Background: an optimization exercise with open tools, aiming at small area and a short achievable clock period. Do not read the settings as production practice.
The RTL was checked by simulation tests, not by an equivalence proof against the original design.

## pe_mac_array
module pe_mac_array
#(
  parameter int DATA_WIDTH = nmcu_pkg::DATA_WIDTH,
  parameter int ACC_WIDTH  = nmcu_pkg::ACC_WIDTH,
  parameter int NUM_LANES  = 8
) (
  input  logic                            clk,
  input  logic                            rst_n,
  input  logic                            in_valid_i,
  output logic                            in_ready_o,
  input  logic [NUM_LANES*DATA_WIDTH-1:0] a_i,
  input  logic [NUM_LANES*DATA_WIDTH-1:0] b_i,
  input  logic                            first_i,
  input  logic                            last_i,
  output logic                            out_valid_o,
  input  logic                            out_ready_i,
  output logic [NUM_LANES*DATA_WIDTH-1:0] result_o,
  output logic [NUM_LANES*ACC_WIDTH-1:0]  acc_o,
  output logic [NUM_LANES-1:0]            sat_o,
  output logic                            busy_o,
  output nmcu_pkg::pe_mac_state_e        state_o
);
Size: about 4500 cells after synthesis, ~490 flip-flops, ~470 I/O pins.
==> flow/config.mk <==
export PLATFORM = sky130hd
export DESIGN_NAME = pe_mac_array
export DESIGN_NICKNAME = pe_mac_array
export VERILOG_FILES = /design/flow/design.v
export SDC_FILE = /design/flow/constraint.sdc
export NUM_CORES = 4
export LEC_CHECK = 0
export CAP_MARGIN = 20
export CORE_MARGIN = 2
export CORE_UTILIZATION = 40
export SLEW_MARGIN = 20
==> flow/constraint.sdc <==
create_clock -name core_clock -period 6.0 [get_ports {clk}]
set_input_delay 1.2000 -clock core_clock [delete_from_list [all_inputs] [get_ports {clk}]]
set_output_delay 1.2000 -clock core_clock [all_outputs]
set_load 0.01 [all_outputs]
run.sh (not shown) runs the stock make flow with config.mk's settings and CLKGATE_MAP_FILE= SYNTH_SCRIPT=/design/flow/synth_recipe.tcl, a recipe that flattens the netlist after the stock synthesis.
Change:
SETUP_SLACK_MARGIN = 2.0   (was default)
Effect:
- routed wire length went up by 11%
- utilization goes up by 6.6 points
- non-clock buffer count increases by 345
- cell area is higher by 14%
- global-route usage came out higher by 1.9 points
- fmax rose by 18%

---

Another version of the RTL of pe_mac_array (not shown whole).
Size in the first run: ~4200 cells after synthesis, roughly 470 I/O pins, ~34000 sq um of cells after synthesis.
==> flow/config.mk <==
export PLATFORM = sky130hd
export DESIGN_NAME = pe_mac_array
export DESIGN_NICKNAME = pe_mac_array
export VERILOG_FILES = /design/flow/design.v
export SDC_FILE = /design/flow/constraint.sdc
export NUM_CORES = 4
export LEC_CHECK = 0
export ABC_AREA = 1
export CAP_MARGIN = 20
export CORE_MARGIN = 2
export CORE_UTILIZATION = 40
export CTS_CLUSTER_DIAMETER = 100
export CTS_CLUSTER_SIZE = 22
export SETUP_SLACK_MARGIN = 2.4
export SLEW_MARGIN = 20
export TNS_END_PERCENT = 10
==> flow/constraint.sdc <==
create_clock -name core_clock -period 6.0 [get_ports {clk}]
set_input_delay 1.2000 -clock core_clock [delete_from_list [all_inputs] [get_ports {clk}]]
set_output_delay 1.2000 -clock core_clock [all_outputs]
set_load 0.01 [all_outputs]
standard.sh (not shown) runs the stock make flow with config.mk's settings and CLKGATE_MAP_FILE= SYNTH_SCRIPT=/design/flow/synth_recipe.tcl, a recipe that flattens the netlist after the stock synthesis.
==> flow/flow/run.sh <==
#!/bin/bash
# Own layout flow: the standard flow (the standard.sh, all steps) with
# the port buffers made from buf_1 cells instead of ORFS's default choice.
# Each tool's output goes to the ORFS logs under orfs/logs; this script's
# own output goes to run.log.
set -e
{
  echo "== standard.sh"; cat standard.sh
  echo "== config.mk"; cat config.mk
  export BUFFER_PORTS_ARGS="-buffer_cell sky130_fd_sc_hd__buf_1"
  bash standard.sh
} > run.log 2>&1
Change:
Settings changed: CTS_CLUSTER_SIZE 22 to 25, SETUP_SLACK_MARGIN 2.4 to 2.8.
After rerunning:
- die area is unchanged
- global-route usage increases by 0.67 points
- maximum frequency increases by 12%
- worst setup slack gains 370 ps
- sequential cell count is unchanged
- via count grows by 1.7%
- wire length rose by 5.1%
- worst hold slack gets worse by 120 ps
- synthesized cell count does not change
- first-iteration DRC count decreases by 12%
Change:
Settings changed: CTS_CLUSTER_SIZE 25 to 22, GPL_ROUTABILITY_DRIVEN set to 0.
Final cell count hardly moves.
Area after synthesis stays the same.
Change:
Settings changed: CAP_MARGIN 20 to 10, GPL_ROUTABILITY_DRIVEN 0 to unset, SLEW_MARGIN 20 to 10.
=> The new run went through all stages and came out clean; cell count does not change; core utilization stays the same; sequential cell count is unchanged; critical path depth is unchanged; design area is unchanged; maximum frequency is unchanged; non-clock buffer count is unchanged; hold slack stays the same.
Change:
Settings changed: CAP_MARGIN 10 to 20, CORE_UTILIZATION 40 to 50, PLACE_DENSITY set to 0.75, SLEW_MARGIN 10 to 20.
=> The changed run finished clean. Die area shrinks by about 20%. Routed wire length shrinks by 4.4%. Count of clock-buffer cells in the layout shrinks by 3. Cell area shrinks by about 1.2%. Hold slack loses 7.4 ps. Maximum frequency shrinks by 3.0%. Final cell count shrinks by 4.2%. Global-route usage grows by 3.7 points. Synthesized area does not change. Via count grows by about 2.2%.

---

pe_mac_array, a different RTL version from the one above (not shown whole).
For scale: ~4000 cells after synthesis, roughly 510 flip-flops, roughly 470 I/O pins, ~34000 um^2 of cells after synthesis.
export LEC_CHECK = 0
export ABC_AREA = 1
export CAP_MARGIN = 20
export CORE_MARGIN = 2
export CORE_UTILIZATION = 40
export SETUP_SLACK_MARGIN = 2.6
export SLEW_MARGIN = 20
create_clock -name core_clock -period 6.0 [get_ports {clk}]
Scripts as last shown in full above: flow/flow/run.sh
The starting point went through all stages and came out clean.
Next try:
--- a/flow/flow/run.sh
+++ b/flow/flow/run.sh
@@ -3 +3 @@
-# the port buffers made from buf_1 cells instead of ORFS's default choice.
+# the port buffers made from buf_2 cells instead of ORFS's default choice.
@@ -10 +10 @@
-  export BUFFER_PORTS_ARGS="-buffer_cell sky130_fd_sc_hd__buf_1"
+  export BUFFER_PORTS_ARGS="-buffer_cell sky130_fd_sc_hd__buf_2"
- SETUP_SLACK_MARGIN: 2.6 -> 2.9
Effect: Routed wire length rises by roughly a tenth; count of clock-buffer cells in the layout falls by 14; die area is unchanged; synthesized area does not change; global-route usage rises by 1.2 points; critical path depth rises by 2; sequential share of layout area falls by 2.7 points; sequential cell count does not change.

---

pe_mac_array, a different RTL version from the one above (not shown whole).
Size: ~500 flip-flops, roughly 34,000 um^2 of cells after synthesis.
// pe_mac_array
module pe_mac_array
#(
  parameter int DATA_WIDTH = nmcu_pkg::DATA_WIDTH,
  parameter int ACC_WIDTH  = nmcu_pkg::ACC_WIDTH,
  parameter int NUM_LANES  = 8
) (
  input  logic                            clk,
  input  logic                            rst_n,
  input  logic                            in_valid_i,
  output logic                            in_ready_o,
  input  logic [NUM_LANES*DATA_WIDTH-1:0] a_i,
  input  logic [NUM_LANES*DATA_WIDTH-1:0] b_i,
  input  logic                            first_i,
  input  logic                            last_i,
  output logic                            out_valid_o,
  input  logic                            out_ready_i,
  output logic [NUM_LANES*DATA_WIDTH-1:0] result_o,
  output logic [NUM_LANES*ACC_WIDTH-1:0]  acc_o,
  output logic [NUM_LANES-1:0]            sat_o,
  output logic                            busy_o,
  output nmcu_pkg::pe_mac_state_e        state_o
);
  nmcu_pkg::pe_mac_state_e state_q;
  logic          ready;
  logic          accept;
  logic          load;
  logic          open_group;
  assign ready       = (state_q == nmcu_pkg::IDLE) || (state_q == nmcu_pkg::ACCUM);
  ...
export LEC_CHECK = 0
export ABC_AREA = 1
export CAP_MARGIN = 20
export CORE_MARGIN = 2
export CORE_UTILIZATION = 40
export CTS_CLUSTER_DIAMETER = 100
export CTS_CLUSTER_SIZE = 22
export SETUP_SLACK_MARGIN = 2.9
export SLEW_MARGIN = 20
export TNS_END_PERCENT = 10
create_clock -name core_clock -period 6.0 [get_ports {clk}]
==> flow/flow/run.sh <==
#!/bin/bash
# Own layout flow: the standard flow (the standard.sh, all steps) with
# the port buffers made from buf_1 cells instead of ORFS's default choice.
# Each tool's output goes to the ORFS logs under orfs/logs; this script's
# own output goes to run.log.
set -e
{
  echo "== standard.sh"; cat standard.sh
  echo "== config.mk"; cat config.mk
  export BUFFER_PORTS_ARGS="-buffer_cell sky130_fd_sc_hd__buf_1"
  bash standard.sh
} > run.log 2>&1
The starting point finished with timing, DRC and antenna clean.
Next try:
- SETUP_SLACK_MARGIN: 2.9 -> 2.8
Fmax went up by 0.94%.
Non-clock buffer count went down by 12.
Cell count stays flat.
Global-route usage went up by 0.34 points.
Hold slack is worse by 33 ps.
Register-to-register slack is about the same.
Routed wire length went up by 1.5%.
Core utilization went down by 0.46 points.
Final area went down by 0.97%.
Via count hardly moves.

---

## run a
pe_mac_array, a different RTL version from the one above (not shown whole).
For scale: about 3,700 cells after synthesis, ~510 flip-flops, ~470 I/O pins, roughly 35,000 sq um of cells after synthesis.
Settings: LEC_CHECK=0, CAP_MARGIN=20, CORE_MARGIN=2, CORE_UTILIZATION=40, SETUP_SLACK_MARGIN=2.5, SLEW_MARGIN=20; clock period 6.0 ns.
==> flow/flow/run.sh <==
#!/bin/bash
# Own layout flow: the standard flow (the standard.sh, all steps) with
# the port buffers made from buf_2 cells instead of ORFS's default choice.
# Each tool's output goes to the ORFS logs under orfs/logs; this script's
# own output goes to run.log.
set -e
{
  echo "== standard.sh"; cat standard.sh
  echo "== config.mk"; cat config.mk
  export BUFFER_PORTS_ARGS="-buffer_cell sky130_fd_sc_hd__buf_2"
  bash standard.sh
} > run.log 2>&1
What run b does differently from run a at the input level:
Settings: ABC_AREA newly set to 1; SETUP_SLACK_MARGIN changed from 2.5 to 2.6.
### Flow results
- Delta (run b minus run a): multiplexer fraction of the synthesized cell area decreased 0.75 points; tap cell count picked up an extra 21; xor-xnor portion of the synthesized cell area now smaller.
- Run b went all the way through synthesis, placement and routing and the layout is clean on timing, DRC and antenna.
- Of run a and run b, the run reporting the lower area growth from synthesis to layout was run b.
- In run b, the total global routing track utilization came out 0.19 points below the value in run a.
- The initial cell density of the core on run b is in line with that on run a.

---

Another version of the RTL of pe_mac_array (not shown whole).
For scale: roughly 4100 cells after synthesis, ~470 I/O pins, roughly 0.034 mm^2 of cells after synthesis.
clock: 6.0 ns
lec_check: 0
abc_area: 1
cap_margin: 20
core_margin: 2
core_utilization: 40
setup_slack_margin: 2.6
slew_margin: 20
Scripts as last shown in full above: flow/flow/run.sh
Change:
==> flow/flow/run.sh (replaced) <==
#!/bin/bash
# Own layout flow: the standard flow (the standard.sh, all steps) with
# the port buffers made from buf_1 cells instead of ORFS's default choice.
# Each tool's output goes to the ORFS logs under orfs/logs; this script's
# own output goes to run.log.
set -e
{
  echo "== standard.sh"; cat standard.sh
  echo "== config.mk"; cat config.mk
  export BUFFER_PORTS_ARGS="-buffer_cell sky130_fd_sc_hd__buf_1"
  bash standard.sh
} > run.log 2>&1
Outcome: The changed run finished with timing, DRC and antenna clean. Wire length went down by 1.1%. Worst setup slack loses 0.0066 ns. Register-to-register slack hardly moves. Non-clock buffer count went up by 16. Synthesized area does not change. Fmax barely changes. Die area stays the same. Clock-buffer cell count went up by 12. Cell area went down by 1.2%. Worst hold slack gains 0.023 ns.
Change:
- CTS_CLUSTER_DIAMETER: default -> 100
- CTS_CLUSTER_SIZE: default -> 22
- TNS_END_PERCENT: default -> 10
After rerunning: The changed run completed without violations; sequential cell count is unchanged; worst setup slack is worse by 0.034 ns; routed wire length went down by 1.9%; utilization went down by 1.7 points.
Change:
- CTS_CLUSTER_DIAMETER: 100 -> default
- CTS_CLUSTER_SIZE: 22 -> default
Synthesized cell count does not change.
Via count rose by 0.57%.
Cell count rose by 1.1%.
Fmax rose by 0.80%.
Design area rose by 2.9%.
Wire length rose by 1.3%.
Sequential share of layout area fell by 0.67 points.
Change:
- CTS_CLUSTER_DIAMETER: default -> 60
- CTS_CLUSTER_SIZE: default -> 30
Effect:
- routed wire length barely changes
- design area stays flat
- synthesized cell count is unchanged
- clock skew goes up by 0.016 ns
- clock-buffer cell count goes down by 6
- critical path depth is unchanged
- sequential share of layout area barely changes
- setup slack degrades by 0.023 ns
- via count goes up slightly

---

Setup of P:
RTL: one of the versions met above, not the one the previous note started from.
For scale: roughly 4200 cells after synthesis, roughly 500 flip-flops, about 34000 sq um of cells after synthesis.
==> flow/design.v (excerpt) <==
module pe_mac_array
#(
  parameter int DATA_WIDTH = nmcu_pkg::DATA_WIDTH,
  parameter int ACC_WIDTH  = nmcu_pkg::ACC_WIDTH,
  parameter int NUM_LANES  = 8
) (
  input  logic                            clk,
  input  logic                            rst_n,
  input  logic                            in_valid_i,
  output logic                            in_ready_o,
  input  logic [NUM_LANES*DATA_WIDTH-1:0] a_i,
  input  logic [NUM_LANES*DATA_WIDTH-1:0] b_i,
  input  logic                            first_i,
  input  logic                            last_i,
  output logic                            out_valid_o,
  input  logic                            out_ready_i,
  output logic [NUM_LANES*DATA_WIDTH-1:0] result_o,
  output logic [NUM_LANES*ACC_WIDTH-1:0]  acc_o,
  output logic [NUM_LANES-1:0]            sat_o,
  output logic                            busy_o,
  output nmcu_pkg::pe_mac_state_e        state_o
);
Settings: LEC_CHECK=0, ABC_AREA=1, CAP_MARGIN=20, CORE_MARGIN=2, CORE_UTILIZATION=40, CTS_CLUSTER_DIAMETER=100, CTS_CLUSTER_SIZE=22, SETUP_SLACK_MARGIN=2.6, SLEW_MARGIN=20, TNS_END_PERCENT=10; clock period 6.0 ns.
==> flow/flow/run.sh <==
#!/bin/bash
# Own layout flow: the standard flow (the standard.sh, all steps) with
# the port buffers made from buf_1 cells instead of ORFS's default choice.
# Each tool's output goes to the ORFS logs under orfs/logs; this script's
# own output goes to run.log.
set -e
{
  echo "== standard.sh"; cat standard.sh
  echo "== config.mk"; cat config.mk
  export BUFFER_PORTS_ARGS="-buffer_cell sky130_fd_sc_hd__buf_1"
  bash standard.sh
} > run.log 2>&1
The final layout from P, which completed every stage, passed the timing, DRC and antenna checks at the end of the flow.
The following lists how Q was set up differently from P:
Settings: a change of SETUP_SLACK_MARGIN from 2.6 to 3.0.
## What came out
- Delta (Q minus P): critical path depth went up 7; layout cell share with drive strength beyond 1 picked up an extra 6.9 points; number of global-route vias before repair grew by 497.
What R does differently from Q at the input level:
Settings: SETUP_SLACK_MARGIN: 3.0 -> 2.8.
| worst hold slack | R vs Q | 26 ps lower |
R has transition at the pin with the smallest max-transition slack above what Q had.
Taking Q as the reference, in R final area dropped 2.2%.
Between R and Q, combined flip-flop and latch cell area is lower for R, Q comes in above that.
Diff Q -> R: met3 wire length climbed about 12%; area used by multi-input combinational logic dropped 520 sq um; shortest clock period the worst path allows after layout dropped 6.8 ps; final cell count dropped 36.

[separate check: timing with driven ports]
How much do the figures lean on ideal ports? The routed layouts below were timed once more, with nothing changed but the port constraints. Step 1: set_driving_cell puts a clkbuf_16 on clk and a buf_2 on each other input, an assumption about the parent block. Step 2, shift: input delay + t, output delay - t, t = (earliest + latest rising clock arrival at the registers) / 2. This alone moves slack from input paths to output paths. a / b / c = ideal ports / drivers / drivers and shift; a / b = the first two.
| run | t (ns) | slack for setup (ns) | slew at the worst register clock pin (ns) | cell pins on the clock port's net |
|---|---|---|---|---|
| the first run of note 1 | 0.689 | 0.624 / 0.555 / 0.982 | 0.07 / 0.07 | 1 |
| the second run of note 1 | 0.710 | 1.458 / 1.389 / 1.592 | 0.07 / 0.07 | 1 |
| the first run of note 2 | 0.680 | 2.432 / 2.473 / 1.793 | 0.10 / 0.10 | 1 |
| the second run of note 2 | 0.673 | 2.801 / 2.825 / 2.152 | 0.11 / 0.11 | 1 |
| the third run of note 2 | 0.675 | 2.854 / 2.859 / 2.207 | 0.10 / 0.10 | 1 |
| the fourth run of note 2 | 0.675 | 2.854 / 2.859 / 2.207 | 0.10 / 0.10 | 1 |
| the fifth run of note 2 | 0.676 | 2.758 / 2.758 / 2.144 | 0.10 / 0.10 | 1 |
| the first run of note 3 | 0.660 | 2.647 / 2.622 / 2.028 | 0.06 / 0.06 | 1 |
| the second run of note 3 | 0.680 | 2.737 / 2.681 / 2.068 | 0.06 / 0.06 | 1 |
| the first run of note 4 | 0.674 | 2.782 / 2.815 / 2.141 | 0.10 / 0.10 | 1 |
| the second run of note 4 | 0.684 | 2.812 / 2.745 / 2.147 | 0.10 / 0.10 | 1 |
| run a | 0.668 | 2.257 / 2.257 / 2.170 | 0.06 / 0.06 | 1 |
| run b | 0.656 | 2.717 / 2.653 / 2.179 | 0.06 / 0.06 | 1 |
| the first run of note 6 | 0.678 | 2.681 / 2.620 / 2.105 | 0.07 / 0.07 | 1 |
| the second run of note 6 | 0.678 | 2.675 / 2.618 / 2.079 | 0.07 / 0.07 | 1 |
| the third run of note 6 | 0.619 | 2.641 / 2.581 / 2.066 | 0.09 / 0.09 | 1 |
| the fourth run of note 6 | 0.674 | 2.668 / 2.609 / 2.054 | 0.07 / 0.07 | 1 |
| the fifth run of note 6 | 0.643 | 2.645 / 2.584 / 2.082 | 0.07 / 0.07 | 1 |
| P | 0.681 | 2.681 / 2.617 / 2.079 | 0.10 / 0.10 | 1 |
| Q | 0.682 | 2.847 / 2.866 / 2.201 | 0.09 / 0.09 | 1 |
| R | 0.675 | 2.854 / 2.859 / 2.207 | 0.10 / 0.10 | 1 |
After both steps setup and hold are still met in every run listed. The setup slack of the second run of note 3, which loses most, moves by -0.056 ns with the drivers and by -0.669 ns with both steps.
